This is an optimization exercise on Yosys and OpenROAD, whose aim is small area, not a production implementation.

== alpha ==
## delay_calc_top
module delay_calc_top (
    input  logic                                 clk,
    input  logic                                 reset,
    input  logic                                 start,
    input  logic signed [delay_pkg::coord_w-1:0] x_elem,
    input  logic signed [delay_pkg::coord_w-1:0] z_elem,
    input  logic signed [delay_pkg::coord_w-1:0] x_focus,
    input  logic signed [delay_pkg::coord_w-1:0] z_focus,
    input  logic        [delay_pkg::elem_w-1:0]  elem,
    output logic        [delay_pkg::delay_w-1:0] delay_out,
    output logic        [delay_pkg::elem_w-1:0]  elem_out,
    output logic                                 done
);
Size: ~680 cells after synthesis, ~0.0072 mm² of cells after synthesis.
export LEC_CHECK = 0
export CAP_MARGIN = 20
export CORE_MARGIN = 2
export CORE_UTILIZATION = 40
export GPL_TIMING_DRIVEN = 0
export SLEW_MARGIN = 20
create_clock -name core_clock -period 7.5 [get_ports {clk}]
standard.sh (not shown) runs the stock make flow with config.mk's settings and CLKGATE_MAP_FILE= SYNTH_SCRIPT=/design/flow/synth_recipe.tcl, a recipe that flattens the netlist after the stock synthesis.
==> flow/flow/run.sh <==
#!/bin/bash
# Layout flow: the standard flow (standard.sh) with these changes to how the layout is
# made:
#  - after the standard synthesis, polarity.py re-balances the inverters around the
#    adder, xor and other complementable cells (registers and ports untouched);
#  - the port buffers are sky130_fd_sc_hd__buf_1 cells;
#  - clock tree synthesis adds no dummy loads and uses clkbuf_8 cells;
#  - the buffers ABC inserted are removed at floorplan (repair adds back what timing needs).
# Each tool's output goes to a log file in this folder (ORFS's own logs stay under orfs/logs).
set -euo pipefail
W=$PWD
{
  echo "include $W/config.mk"
  echo "export BUFFER_PORTS_ARGS = -buffer_cell sky130_fd_sc_hd__buf_1"
  echo "export CTS_ARGS = -sink_clustering_enable -repair_clock_nets -dont_use_dummy_load -buf_list sky130_fd_sc_hd__clkbuf_8"
  echo "export REMOVE_ABC_BUFFERS = 1"
} > "$W/own_config.mk"
sed "s#DESIGN_CONFIG=[^ ]*#DESIGN_CONFIG=$W/own_config.mk#" standard.sh > "$W/own_standard.sh"
bash "$W/own_standard.sh" synth > "$W/own_synth.log" 2>&1
R=$(ls -d "$W"/orfs/results/*/delay_calc_top/base)
openroad -python -exit "$W/flow/polarity.py" "$R/1_synth.odb" "$R/1_synth.odb" > "$W/own_polarity.log" 2>&1
bash "$W/own_standard.sh" > "$W/own_flow.log" 2>&1
Other scripts of this flow, unchanged in this note and not shown: flow/flow/polarity.py
alpha finished every stage and its layout cleared the timing, DRC and antenna checks.
The following lists how epsilon was set up differently from alpha:
--- a/flow/design.v
+++ b/flow/design.v
@@ -176,14 +176,13 @@
     logic n288, n289, n290, n291, n292, n293, n294, n295, n296, n297, n298, n299;
     logic n300, n301, n302, n303, n304, n305, n306, n307, n308, n309, n310, n311;
     logic n312, n313, n314, n315, n316, n317, n318, n319, n320, n321, n322, n323;
     logic n324, n325, n326, n327, n328, n329, n330, n331, n332, n333, n334, n335;
     logic n336, n337, n338, n339, n340, n341, n342, n343, n344, n345, n346, n347;
     logic n348, n349, n350, n351, n352, n353, n354, n355, n356, n357, n358, n359;
-    logic n360, n361, n362, n363, n364, n365, n366, n367, n368, n369, n370, n371;
-    logic n372, n373, n374, n375, n376, n377;
+    logic n360, n361, n362, n363, n364, n365;
     assign n0 = dx[0] & dx[1];
     assign n1 = dx[0] & dx[2];
     assign n2 = dx[0] & dx[3];
     assign n3 = dx[0] & dx[4];
     assign n4 = dx[0] & dx[5];
     assign n5 = dx[0] & dx[6];
@@ -516,53 +515,41 @@
     assign n332 = n291 ^ n292 ^ n331;
     assign n333 = (n291 & n292) | (n291 & n331) | (n292 & n331);
     assign n334 = n293 ^ n294 ^ n333;
     assign n335 = (n293 & n294) | (n293 & n333) | (n294 & n333);
     assign n336 = n295 ^ n296 ^ n335;
     assign n337 = (n295 & n296) | (n295 & n335) | (n296 & n335);
-    assign n338 = n297 ^ n298;
-    assign n339 = n297 & n298;
+    assign n338 = n297 ^ n298 ^ n337;
+    assign n339 = (n297 & n298) | (n297 & n337) | (n298 & n337);
     assign n340 = n299 ^ n300 ^ n339;
     assign n341 = (n299 & n300) | (n299 & n339) | (n300 & n339);
     assign n342 = n301 ^ n302 ^ n341;
     assign n343 = (n301 & n302) | (n301 & n341) | (n302 & n341);
     assign n344 = n303 ^ n304 ^ n343;
     assign n345 = (n303 & n304) | (n303 & n343) | (n304 & n343);
-    assign n346 = n305 ^ n306 ^ n345;
-    assign n347 = (n305 & n306) | (n305 & n345) | (n306 & n345);
+    assign n346 = n305 ^ n306;
+    assign n347 = n305 & n306;
     assign n348 = n307 ^ n308 ^ n347;
     assign n349 = (n307 & n308) | (n307 & n347) | (n308 & n347);
     assign n350 = n309 ^ n310 ^ n349;
     assign n351 = (n309 & n310) | (n309 & n349) | (n310 & n349);
     assign n352 = n273 ^ n311 ^ n351;
     assign n353 = (n273 & n311) | (n273 & n351) | (n311 & n351);
-    assign n354 = ~(n297 ^ n298);
-    assign n355 = n297 | n298;
-    assign n356 = n299 ^ n300 ^ n355;
-    assign n357 = (n299 & n300) | (n299 & n355) | (n300 & n355);
-    assign n358 = n301 ^ n302 ^ n357;
-    assign n359 = (n301 & n302) | (n301 & n357) | (n302 & n357);
-    assign n360 = n303 ^ n304 ^ n359;
-    assign n361 = (n303 & n304) | (n303 & n359) | (n304 & n359);
-    assign n362 = n305 ^ n306 ^ n361;
-    assign n363 = (n305 & n306) | (n305 & n361) | (n306 & n361);
-    assign n364 = n307 ^ n308 ^ n363;
-    assign n365 = (n307 & n308) | (n307 & n363) | (n308 & n363);
-    assign n366 = n309 ^ n310 ^ n365;
-    assign n367 = (n309 & n310) | (n309 & n365) | (n310 & n365);
-    assign n368 = n273 ^ n311 ^ n367;
-    assign n369 = (n273 & n311) | (n273 & n367) | (n311 & n367);
-    assign n370 = n337 ? n354 : n338;
-    assign n371 = n337 ? n356 : n340;
-    assign n372 = n337 ? n358 : n342;
-    assign n373 = n337 ? n360 : n344;
-    assign n374 = n337 ? n362 : n346;
-    assign n375 = n337 ? n364 : n348;
-    assign n376 = n337 ? n366 : n350;
-    assign n377 = n337 ? n368 : n352;
-    assign sum_sq = {n377, n376, n375, n374, n373, n372, n371, n370, n336, n334, n332, n330, n328, n326, n324, n322, n320, n318, n316, n314, n313, n312};
+    assign n354 = ~(n305 ^ n306);
+    assign n355 = n305 | n306;
+    assign n356 = n307 ^ n308 ^ n355;
+    assign n357 = (n307 & n308) | (n307 & n355) | (n308 & n355);
+    assign n358 = n309 ^ n310 ^ n357;
+    assign n359 = (n309 & n310) | (n309 & n357) | (n310 & n357);
+    assign n360 = n273 ^ n311 ^ n359;
+    assign n361 = (n273 & n311) | (n273 & n359) | (n311 & n359);
+    assign n362 = n345 ? n354 : n346;
+    assign n363 = n345 ? n356 : n348;
+    assign n364 = n345 ? n358 : n350;
+    assign n365 = n345 ? n360 : n352;
+    assign sum_sq = {n365, n364, n363, n362, n344, n342, n340, n338, n336, n334, n332, n330, n328, n326, n324, n322, n320, n318, n316, n314, n313, n312};
 endmodule
 `default_nettype wire
 `default_nettype none
 module isqrt_steps_0_6 (
     input  logic [15:0] t_in,
     output logic [7:0] r_out,
### Flow results
epsilon does worse than alpha on setup slack. Summary of epsilon over alpha: clock period minus final worst setup slack went up. Floorplan core area (epsilon vs. alpha) decreases slightly. Synthesized cell count went down by a few percent going from alpha to epsilon. Between epsilon and alpha, the clock-pin transition on the worst setup and hold timing paths figures differ only marginally. Looking only at final setup violation count, and setting everything else aside, the higher value of alpha and epsilon goes to epsilon. Final checks on epsilon, whose flow otherwise completed, came back failing, citing negative setup slack. As far as count of antenna diodes in the layout goes, epsilon and alpha are indistinguishable; the numbers are identical. Wire length, epsilon vs alpha: up slightly. Measured against each other, alpha and epsilon differ in post-cts repair resize count, the higher figure coming from epsilon.
No run of this note included a check of the RTL's function; only the layout flow was run.

## afterwards: timing with drivers on the ports
The flow's constraints put no driver on any port. The routed layouts listed below were extracted and timed again, unchanged, in two steps. Step 1: set_driving_cell puts a clkbuf_16 on clk and a buf_2 on each other input, an assumption about the parent block. Step 2 moves the port delays by t, midway between the first and last clock arrival at a register: inputs arrive t later, outputs are due t later. That takes back most of the time a late clock gives input paths. Three values: ideal, step 1, step 2; two values: the first two.
run	t (ns)	slack for setup (ns)	pins driven straight from the clock port
alpha	0.399	0.394 / 0.394 / 0.394	1
epsilon	0.392	-0.010 / -0.010 / -0.010	1
